What follows belongs to an exercise in optimizing a design on an open flow for a short achievable clock period and few clock cycles; a production flow would make more cautious choices.
Function was checked by simulation only, so behaviour that the tests miss may differ from the original.

==> run K: inputs <==
==> flow/design.v (excerpt) <==
module lc4_superscalar
#(
   parameter logic [15:0] RESET_PC = 16'h8200
) (
   input  wire        gwe,
   input  wire        i_rst_n,
   output wire [15:0] o_cur_pc,         
   input  wire [15:0] i_insn_a,
   input  wire [15:0] i_insn_b,
   output wire [15:0] o_dmem_addr,
   input  wire [15:0] i_dmem_data,
   output wire        o_dmem_we,
   output wire [15:0] o_dmem_towrite
);
Settings: LEC_CHECK=0, ABC_CLOCK_PERIOD_IN_PS=3000, CAP_MARGIN=20, CORE_MARGIN=2, CORE_UTILIZATION=40, PLACE_DENSITY=0.6, SETUP_SLACK_MARGIN=5, SLEW_MARGIN=20, TNS_END_PERCENT=100; clock period 9.0 ns.
run.sh (not shown) runs the stock make flow with config.mk's settings and CLKGATE_MAP_FILE= SYNTH_SCRIPT=/design/flow/synth_recipe.tcl, a recipe that flattens the netlist after the stock synthesis.
==> inputs of run X, as changes to run K <==
==> flow/flow/run.sh (new file) <==
#!/bin/bash
# The standard layout (the standard.sh: ORFS synthesis to final layout)
# with timing repair aimed at a period below the constraint: repair_timing
# keeps working on paths until their slack is at least SETUP_SLACK_MARGIN.
# Everything else, the constraints included, is as in the standard flow.
set -euo pipefail
MARGIN=5.6
bash standard.sh SETUP_SLACK_MARGIN=$MARGIN finish > run_standard.log 2>&1
==> flow/standard.sh (new file) <==
#!/bin/bash
# synth_recipe.tcl (not shown) runs the flow's synth.tcl, then flattens the netlist and writes it again
# the make line also repeats each setting of config.mk as NAME=value (left out here)
make -C /OpenROAD-flow-scripts/flow DESIGN_CONFIG=/design/flow/config.mk WORK_HOME=/design/flow/orfs CLKGATE_MAP_FILE= SYNTH_SCRIPT=/design/flow/synth_recipe.tcl "${@:-finish}"
--- a/flow/config.mk
+++ b/flow/config.mk
@@ -12,3 +12,2 @@
 export PLACE_DENSITY = 0.6
-export SETUP_SLACK_MARGIN = 5
 export SLEW_MARGIN = 20
removed: flow/run.sh
==> qor summary <==
Status: run K no timing/DRC/antenna violations; run X no timing/DRC/antenna violations
Ratio of final minimum period to clock period: run K 47.0%; run X 45.8%
Slowest Stage Delay on Critical Path: run K 930 ps; run X 740 ps
GR Util All Layers: run K 45.1%; run X 48.1%
Maximum number of pins on one net before global-route repair: run K 132; run X 167
Cell repeated most along the worst path: run K o21ai_0; run X a221o_1
Launch instance of the worst min-delay path: run K wf[0][9]; run X wf[0][10]
Num CTS Buffers: run K 93; run X 92
Worst Skew: run K 61.5 ps; run X 51.6 ps
Setup slack of the critical path after layout: run K 4770 ps; run X 4880 ps
R2r endpoint: run K x_t[2][5]; run X dm_wdata[11]
Path length in cells of the critical path: run K 6; run X 13
Placed cell count: run K 9393; run X 9391
CP startpoint: run K w[2][0]; run X wf[2][4]
Number of antenna diodes: run K 30; run X 31
Final standard cell utilization of the core: run K 45.9%; run X 52.3%
Reg area: run K 0.0176 mm^2; run X 0.0177 mm^2
Worst Reg2Reg Path Length in Cells: run K 6; run X 13
Data required time of the worst path: run K 9590 ps; run X 9680 ps
Testbench counts of run K, summed over its fixed seeds: cycles 13,700.
Testbench counts of run X, summed over its fixed seeds: cycles 13,700.


==> inputs of try-zinc <==
==> flow/design.v <==
`default_nettype none
package lc4_isa_pkg;
   typedef logic [15:0] word_t;
   typedef logic [2:0]  reg_sel_t;
   localparam logic [3:0] OP_ARITH = 4'b0001;
   localparam logic [3:0] OP_LOGIC = 4'b0101;
   localparam logic [3:0] OP_LDR   = 4'b0110;
   localparam logic [3:0] OP_STR   = 4'b0111;
   localparam logic [3:0] OP_CONST = 4'b1001;
endpackage
`default_nettype wire
`default_nettype none
module lc4_decoder
(
   input  wire [15:0] i_insn,
   output wire [2:0]  o_rs,        
   output wire [2:0]  o_rt,        
   output wire [2:0]  o_st,        
   output wire [2:0]  o_rd,
   output logic       o_rs_alu,    
   output logic       o_rt_re,     
   output logic       o_rd_we,
   output logic       o_ld,
   output logic       o_st_op,
   output logic       o_mul,
   output logic       o_zero_a,    
   output logic       o_use_imm,   
   output logic [4:0] o_op,        
   output wire [15:0] o_imm,
   output wire [15:0] o_imm6
);
   wire [3:0] opc = i_insn[15:12];
   assign o_rs   = i_insn[8:6];
   assign o_rt   = i_insn[2:0];
   assign o_st   = i_insn[11:9];
   assign o_rd   = i_insn[11:9];
   assign o_imm  = (opc == 4'b1001) ? {{7{i_insn[8]}}, i_insn[8:0]} : {{11{i_insn[4]}}, i_insn[4:0]};
   assign o_imm6 = {{10{i_insn[5]}}, i_insn[5:0]};
   always_comb begin
      o_rs_alu  = 1'b0;
      o_rt_re   = 1'b0;
      o_rd_we   = 1'b0;
      o_ld      = 1'b0;
      o_st_op   = 1'b0;
      o_mul     = 1'b0;
      o_zero_a  = 1'b0;
      o_use_imm = 1'b0;
      o_op      = 5'b00001;
      case (opc)
         4'b0001: begin
            if (i_insn[5]) begin   
               o_rs_alu  = 1'b1;
               o_rd_we   = 1'b1;
               o_use_imm = 1'b1;
            end else if (i_insn[4:3] != 2'b11 && i_insn[5:3] != 3'b011) begin
               o_rs_alu = 1'b1;
               o_rt_re  = 1'b1;
               o_rd_we  = 1'b1;
               o_mul    = (i_insn[5:3] == 3'b001);
               o_op     = (i_insn[5:3] == 3'b010) ? 5'b00010 : 5'b00001;
            end
         end
         4'b0101: begin
            if (i_insn[5:3] == 3'b000 || i_insn[5:3] == 3'b010 || i_insn[5:3] == 3'b011) begin
               o_rs_alu = 1'b1;
               o_rt_re  = 1'b1;
               o_rd_we  = 1'b1;
               o_op     = (i_insn[5:3] == 3'b000) ? 5'b00100 :
                          (i_insn[5:3] == 3'b010) ? 5'b01000 : 5'b10000;
            end
         end
         4'b0110: begin
            o_rd_we = 1'b1;
            o_ld    = 1'b1;
         end
         4'b0111: begin
            o_st_op = 1'b1;
         end
         4'b1001: begin
            o_rd_we   = 1'b1;
            o_zero_a  = 1'b1;
            o_use_imm = 1'b1;
         end
         default: ;
      endcase
   end
endmodule
`default_nettype wire
`default_nettype none
module mul_s1
(
   input  wire [15:0] i_a,
   input  wire [15:0] i_b,
   output wire [63:0] o_rows
);
   function automatic [31:0] csa(input [15:0] x, input [15:0] y, input [15:0] z);
      logic [15:0] s, c;
      s = x ^ y ^ z;
      c = (x & y) | (x & z) | (y & z);
      csa = {c[14:0], 1'b0, s};
   endfunction
   logic [15:0] pp [0:15];
   always_comb begin
      for (int i = 0; i < 16; i++) pp[i] = i_b[i] ? (i_a << i) : 16'h0000;
   end
   wire [31:0] l1_0 = csa(pp[0],  pp[1],  pp[2]);
   wire [31:0] l1_1 = csa(pp[3],  pp[4],  pp[5]);
   wire [31:0] l1_2 = csa(pp[6],  pp[7],  pp[8]);
   wire [31:0] l1_3 = csa(pp[9],  pp[10], pp[11]);
   wire [31:0] l1_4 = csa(pp[12], pp[13], pp[14]);
   wire [31:0] l2_0 = csa(l1_0[15:0],  l1_0[31:16], l1_1[15:0]);
   wire [31:0] l2_1 = csa(l1_1[31:16], l1_2[15:0],  l1_2[31:16]);
   wire [31:0] l2_2 = csa(l1_3[15:0],  l1_3[31:16], l1_4[15:0]);
   wire [31:0] l3_0 = csa(l2_0[15:0],  l2_0[31:16], l2_1[15:0]);
   wire [31:0] l3_1 = csa(l2_1[31:16], l2_2[15:0],  l2_2[31:16]);
   wire [31:0] l4_0 = csa(l3_0[15:0],  l3_0[31:16], l3_1[15:0]);
   wire [31:0] l4_1 = csa(l3_1[31:16], l1_4[31:16], pp[15]);
   assign o_rows = {l4_1, l4_0};
endmodule
module mul_s2
(
   input  wire [63:0] i_rows,
   output wire [15:0] o_p
);
   function automatic [31:0] csa(input [15:0] x, input [15:0] y, input [15:0] z);
      logic [15:0] s, c;
      s = x ^ y ^ z;
      c = (x & y) | (x & z) | (y & z);
      csa = {c[14:0], 1'b0, s};
   endfunction
   wire [31:0] l5 = csa(i_rows[15:0], i_rows[31:16], i_rows[47:32]);
   wire [31:0] l6 = csa(l5[15:0], l5[31:16], i_rows[63:48]);
   assign o_p = l6[15:0] + l6[31:16];
endmodule
`default_nettype wire
`default_nettype none
module lc4_superscalar
#(
   parameter logic [15:0] RESET_PC = 16'h8200
) (
   input  wire        gwe,
   input  wire        i_rst_n,
   output wire [15:0] o_cur_pc,         
   input  wire [15:0] i_insn_a,
   input  wire [15:0] i_insn_b,
   output wire [15:0] o_dmem_addr,
   input  wire [15:0] i_dmem_data,
   output wire        o_dmem_we,
   output wire [15:0] o_dmem_towrite
);
   logic [15:0] pc;
   logic [15:0] d_a, d_b;
   logic [15:0] rf [0:7];
   logic        xa_we, xb_we, xa_mul, xb_mul, xa_ld, xb_ld;
   logic [2:0]  xa_rd, xb_rd;
   logic [4:0]  xa_op, xb_op;
   logic [15:0] xa_s, xa_t, xb_s, xb_t;
   logic [4:0]  xa_ss, xa_ts, xb_ss, xb_ts;   
   logic        ma_we, mb_we, ma_mul, mb_mul;
   logic [2:0]  ma_rd, mb_rd;
   logic [15:0] ma_res, mb_res;
   logic [63:0] ma_rows, mb_rows;
   logic        wa_we, wb_we;
   logic [2:0]  wa_rd, wb_rd;
   logic [15:0] wa_res, wb_res;
   logic [15:0] dm_addr, dm_wdata;
   logic        dm_we;
   wire [2:0]  a_rs, a_rt, a_sd, a_rd, b_rs, b_rt, b_sd, b_rd;
   logic       a_rs_alu, a_rt_re, a_we, a_ld, a_st, a_mul, a_zero, a_imm_en;
   logic       b_rs_alu, b_rt_re, b_we, b_ld, b_st, b_mul, b_zero, b_imm_en;
   logic [4:0] a_op, b_op;
   wire [15:0] a_imm, a_imm6, b_imm, b_imm6;
   lc4_decoder u_dec_a (
      .i_insn(d_a), .o_rs(a_rs), .o_rt(a_rt), .o_st(a_sd), .o_rd(a_rd),
      .o_rs_alu(a_rs_alu), .o_rt_re(a_rt_re), .o_rd_we(a_we), .o_ld(a_ld),
      .o_st_op(a_st), .o_mul(a_mul), .o_zero_a(a_zero), .o_use_imm(a_imm_en),
      .o_op(a_op), .o_imm(a_imm), .o_imm6(a_imm6)
   );
   lc4_decoder u_dec_b (
      .i_insn(d_b), .o_rs(b_rs), .o_rt(b_rt), .o_st(b_sd), .o_rd(b_rd),
      .o_rs_alu(b_rs_alu), .o_rt_re(b_rt_re), .o_rd_we(b_we), .o_ld(b_ld),
      .o_st_op(b_st), .o_mul(b_mul), .o_zero_a(b_zero), .o_use_imm(b_imm_en),
      .o_op(b_op), .o_imm(b_imm), .o_imm6(b_imm6)
   );
   wire a_mem = a_ld | a_st;
   wire b_mem = b_ld | b_st;
   function automatic logic hit(input logic we, input logic [2:0] rd, input logic [2:0] r);
      hit = we && (rd == r);
   endfunction
   function automatic logic mul_x(input logic [2:0] r);
      mul_x = hit(xa_we & xa_mul, xa_rd, r) | hit(xb_we & xb_mul, xb_rd, r);
   endfunction
   function automatic logic any_x(input logic [2:0] r);
      any_x = hit(xa_we, xa_rd, r) | hit(xb_we, xb_rd, r);
   endfunction
   function automatic logic mul_m(input logic [2:0] r);
      mul_m = hit(ma_we & ma_mul, ma_rd, r) | hit(mb_we & mb_mul, mb_rd, r);
   endfunction
   wire haz_a = (a_rs_alu & mul_x(a_rs)) | (a_rt_re & mul_x(a_rt)) |
                (a_mem & (any_x(a_rs) | mul_m(a_rs))) | (a_st & mul_x(a_sd));
   wire haz_b = (b_rs_alu & mul_x(b_rs)) | (b_rt_re & mul_x(b_rt)) |
                (b_mem & (any_x(b_rs) | mul_m(b_rs))) | (b_st & mul_x(b_sd));
   wire ab    = a_we & ((((b_rs_alu | b_mem) & (b_rs == a_rd))) |
                        (b_rt_re & (b_rt == a_rd)) | (b_st & (b_sd == a_rd)));
   wire iss_a = ~haz_a;
   wire iss_b = iss_a & ~haz_b & ~ab & ~(a_mem & b_mem);
   always_ff @(posedge gwe or negedge i_rst_n) begin
      if (!i_rst_n) begin
         pc  <= RESET_PC;
         d_a <= '0;
         d_b <= '0;
      end else if (iss_b) begin
         pc  <= pc + 16'd2;
         d_a <= i_insn_a;
         d_b <= i_insn_b;
      end else if (iss_a) begin
         pc  <= pc + 16'd1;
         d_a <= d_b;
         d_b <= i_insn_a;
      end
   end
   assign o_cur_pc = pc;
   function automatic logic [4:0] bsel(input logic use_it, input logic [2:0] r);
      logic m_b, m_a, w_b, w_a;
      m_b = use_it & hit(xb_we, xb_rd, r);
      m_a = use_it & ~m_b & hit(xa_we, xa_rd, r);
      w_b = use_it & ~m_b & ~m_a & hit(mb_we, mb_rd, r);
      w_a = use_it & ~m_b & ~m_a & ~w_b & hit(ma_we, ma_rd, r);
      bsel = {~(m_b | m_a | w_b | w_a), w_a, w_b, m_a, m_b};
   endfunction
   always_ff @(posedge gwe or negedge i_rst_n) begin
      if (!i_rst_n) begin
         xa_we  <= 1'b0;
         xb_we  <= 1'b0;
         xa_mul <= 1'b0;
         xb_mul <= 1'b0;
         xa_ld  <= 1'b0;
         xb_ld  <= 1'b0;
      end else begin
         xa_we  <= iss_a & a_we;
         xb_we  <= iss_b & b_we;
         xa_mul <= iss_a & a_mul;
         xb_mul <= iss_b & b_mul;
         xa_ld  <= iss_a & a_ld;
         xb_ld  <= iss_b & b_ld;
      end
   end
   always_ff @(posedge gwe) begin
      xa_rd <= a_rd;
      xb_rd <= b_rd;
      xa_op <= a_op;
      xb_op <= b_op;
      xa_s  <= a_zero ? 16'h0000 : rf[a_rs];
      xa_t  <= a_imm_en ? a_imm : rf[a_rt];
      xb_s  <= b_zero ? 16'h0000 : rf[b_rs];
      xb_t  <= b_imm_en ? b_imm : rf[b_rt];
      xa_ss <= bsel(a_rs_alu, a_rs);
      xa_ts <= bsel(a_rt_re, a_rt);
      xb_ss <= bsel(b_rs_alu, b_rs);
      xb_ts <= bsel(b_rt_re, b_rt);
   end
   function automatic logic [15:0] byp(input logic [4:0] s, input logic [15:0] v);
      byp = ({16{s[0]}} & mb_res) | ({16{s[1]}} & ma_res) |
            ({16{s[2]}} & wb_res) | ({16{s[3]}} & wa_res) | ({16{s[4]}} & v);
   endfunction
   function automatic logic [15:0] alu(input logic [4:0] op, input logic [15:0] s, input logic [15:0] t);
      alu = ({16{op[0]}} & (s + t)) | ({16{op[1]}} & (s - t)) | ({16{op[2]}} & (s & t)) |
            ({16{op[3]}} & (s | t)) | ({16{op[4]}} & (s ^ t));
   endfunction
   wire [15:0] xa_sv = byp(xa_ss, xa_s);
   wire [15:0] xa_tv = byp(xa_ts, xa_t);
   wire [15:0] xb_sv = byp(xb_ss, xb_s);
   wire [15:0] xb_tv = byp(xb_ts, xb_t);
   wire [15:0] xa_res = xa_ld ? i_dmem_data : alu(xa_op, xa_sv, xa_tv);
   wire [15:0] xb_res = xb_ld ? i_dmem_data : alu(xb_op, xb_sv, xb_tv);
   wire [63:0] xa_rows, xb_rows;
   mul_s1 u_mul1_a (.i_a(xa_sv), .i_b(xa_tv), .o_rows(xa_rows));
   mul_s1 u_mul1_b (.i_a(xb_sv), .i_b(xb_tv), .o_rows(xb_rows));
   always_ff @(posedge gwe or negedge i_rst_n) begin
      if (!i_rst_n) begin
         ma_we  <= 1'b0;
         mb_we  <= 1'b0;
         ma_mul <= 1'b0;
         mb_mul <= 1'b0;
      end else begin
         ma_we  <= xa_we;
         mb_we  <= xb_we;
         ma_mul <= xa_mul;
         mb_mul <= xb_mul;
      end
   end
   always_ff @(posedge gwe) begin
      ma_rd   <= xa_rd;
      mb_rd   <= xb_rd;
      ma_res  <= xa_res;
      mb_res  <= xb_res;
      ma_rows <= xa_rows;
      mb_rows <= xb_rows;
   end
   wire [15:0] ma_prod, mb_prod;
   mul_s2 u_mul2_a (.i_rows(ma_rows), .o_p(ma_prod));
   mul_s2 u_mul2_b (.i_rows(mb_rows), .o_p(mb_prod));
   wire [15:0] ma_fin = ma_mul ? ma_prod : ma_res;
   wire [15:0] mb_fin = mb_mul ? mb_prod : mb_res;
   always_ff @(posedge gwe or negedge i_rst_n) begin
      if (!i_rst_n) begin
         for (int i = 0; i < 8; i++) rf[i] <= 16'h0000;
      end else begin
         if (ma_we) rf[ma_rd] <= ma_fin;
         if (mb_we) rf[mb_rd] <= mb_fin;   
      end
   end
   always_ff @(posedge gwe or negedge i_rst_n) begin
      if (!i_rst_n) begin
         wa_we <= 1'b0;
         wb_we <= 1'b0;
      end else begin
         wa_we <= ma_we;
         wb_we <= mb_we;
      end
   end
   always_ff @(posedge gwe) begin
      wa_rd  <= ma_rd;
      wb_rd  <= mb_rd;
      wa_res <= ma_fin;
      wb_res <= mb_fin;
   end
   wire        mem_b   = ~a_mem;
   wire [2:0]  mw_rs   = mem_b ? b_rs : a_rs;
   wire [2:0]  mw_sd   = mem_b ? b_sd : a_sd;
   wire [15:0] mw_imm6 = mem_b ? b_imm6 : a_imm6;
   wire [15:0] mw_base = hit(mb_we, mb_rd, mw_rs) ? mb_res :
                         hit(ma_we, ma_rd, mw_rs) ? ma_res : rf[mw_rs];
   wire [15:0] mw_data = hit(xb_we, xb_rd, mw_sd) ? xb_res :
                         hit(xa_we, xa_rd, mw_sd) ? xa_res :
                         hit(mb_we, mb_rd, mw_sd) ? mb_fin :
                         hit(ma_we, ma_rd, mw_sd) ? ma_fin : rf[mw_sd];
   always_ff @(posedge gwe or negedge i_rst_n) begin
      if (!i_rst_n) begin
         dm_we <= 1'b0;
      end else begin
         dm_we <= (iss_a & a_st) | (iss_b & b_st);
      end
   end
   always_ff @(posedge gwe) begin
      dm_addr  <= mw_base + mw_imm6;
      dm_wdata <= mw_data;
   end
   assign o_dmem_addr    = dm_addr;
   assign o_dmem_we      = dm_we;
   assign o_dmem_towrite = dm_wdata;
endmodule
`default_nettype wire
==> flow/run.sh <==
#!/bin/bash
# synth_recipe.tcl (not shown) runs the flow's synth.tcl, then flattens the netlist and writes it again
# the make line also repeats each setting of config.mk as NAME=value (left out here)
make -C /OpenROAD-flow-scripts/flow DESIGN_CONFIG=/design/flow/config.mk WORK_HOME=/design/flow/orfs CLKGATE_MAP_FILE= SYNTH_SCRIPT=/design/flow/synth_recipe.tcl finish
==> flow/config.mk <==
export PLATFORM = sky130hd
export DESIGN_NAME = lc4_superscalar
export DESIGN_NICKNAME = lc4_superscalar
export VERILOG_FILES = /design/flow/design.v
export SDC_FILE = /design/flow/constraint.sdc
export NUM_CORES = 4
export LEC_CHECK = 0
export CAP_MARGIN = 20
export CORE_MARGIN = 2
export CORE_UTILIZATION = 40
export PLACE_DENSITY = 0.6
export SLEW_MARGIN = 20
==> flow/constraint.sdc <==
create_clock -name core_clock -period 9.0 [get_ports {gwe}]
set_input_delay 1.8000 -clock core_clock [delete_from_list [all_inputs] [get_ports {gwe}]]
set_output_delay 1.8000 -clock core_clock [all_outputs]
set_load 0.01 [all_outputs]
==> inputs of try-harbor, as changes to try-zinc <==
Settings changed: ABC_CLOCK_PERIOD_IN_PS set to 3000, SETUP_SLACK_MARGIN set to 5, TNS_END_PERCENT set to 100.
==> comparison table <==
Run status: try-harbor complete, no violations; try-zinc complete, no violations
Final Non-Filler Cells: try-harbor 6127; try-zinc 5901
Number of global-route vias before repair: try-harbor 35900; try-zinc 34970
Achievable frequency: try-harbor 231.4 MHz; try-zinc 160.7 MHz
Initial detailed-routing violation count: try-harbor 5920; try-zinc 5459
Final critical delay including setup and external delays: try-harbor 4.322 ns; try-zinc 6.222 ns
Finished Cell Area: try-harbor 0.04633 mm^2; try-zinc 0.04244 mm^2
Share of cell area taken by multi-input logic gates: try-harbor 57.66%; try-zinc 59.95%
Share of the final layout cell area in sequential cells: try-harbor 21.97%; try-zinc 23.80%
Worst stage delay on the critical path: try-harbor 0.62 ns; try-zinc 0.86 ns
Placer Congestion: try-harbor 1.020; try-zinc 1.003
Number of cells upsized or downsized after cts: try-harbor 171; try-zinc 0
Number of fill cells in the layout: try-harbor 9011; try-zinc 9413
Clk pin slew, worst setup/hold paths: try-harbor 0.06 ns; try-zinc 0.07 ns
Final critical-path share of the clock period: try-harbor 48.02%; try-zinc 69.13%
Number of clock-tree buffers in the layout: try-harbor 68; try-zinc 67
Non-clock buffer area fraction after layout: try-harbor 9.414%; try-zinc 4.519%
Post-route met1 wirelength: try-harbor 67170 um; try-zinc 66740 um
Drt via density: try-harbor 6.243; try-zinc 6.270
Routed length per instance: try-harbor 27.62 um; try-zinc 27.31 um
Testbench counts of try-zinc, summed over its fixed seeds: cycles 15,089.
Testbench counts of try-harbor, summed over its fixed seeds: cycles 15,089.

==> what the ideal ports hide <==
Ports are ideal in the flow. The routed layouts listed here were re-timed in OpenROAD. Step 1 sets driving cells, clkbuf_16 on the clock port and buf_2 on the other inputs (assumed; they add their load-dependent delay and slew). Step 2 adds t to the input delays and takes it off the output delays; t is the mean of the earliest and latest rising clock arrival at the registers after step 1. Input paths then give back, and output paths get back, about the clock's delay inside the block. Three values: ideal ports, drivers, drivers and shift; two values: the first two.
run	t (ns)	setup slack, ns	clock arrival spread, ns
run K	0.849	4.770 / 4.770 / 4.290	0.063 / 0.062
run X	0.841	4.876 / 4.876 / 4.434	0.053 / 0.053
try-zinc	0.734	2.778 / 2.778 / 2.778	0.050 / 0.050
try-harbor	0.725	4.678 / 4.678 / 4.678	0.043 / 0.044
After both steps setup and hold are still met in every run listed. For run K, which loses most, drivers alone change the setup slack by 0.000 ns; drivers and shift together by -0.480 ns.
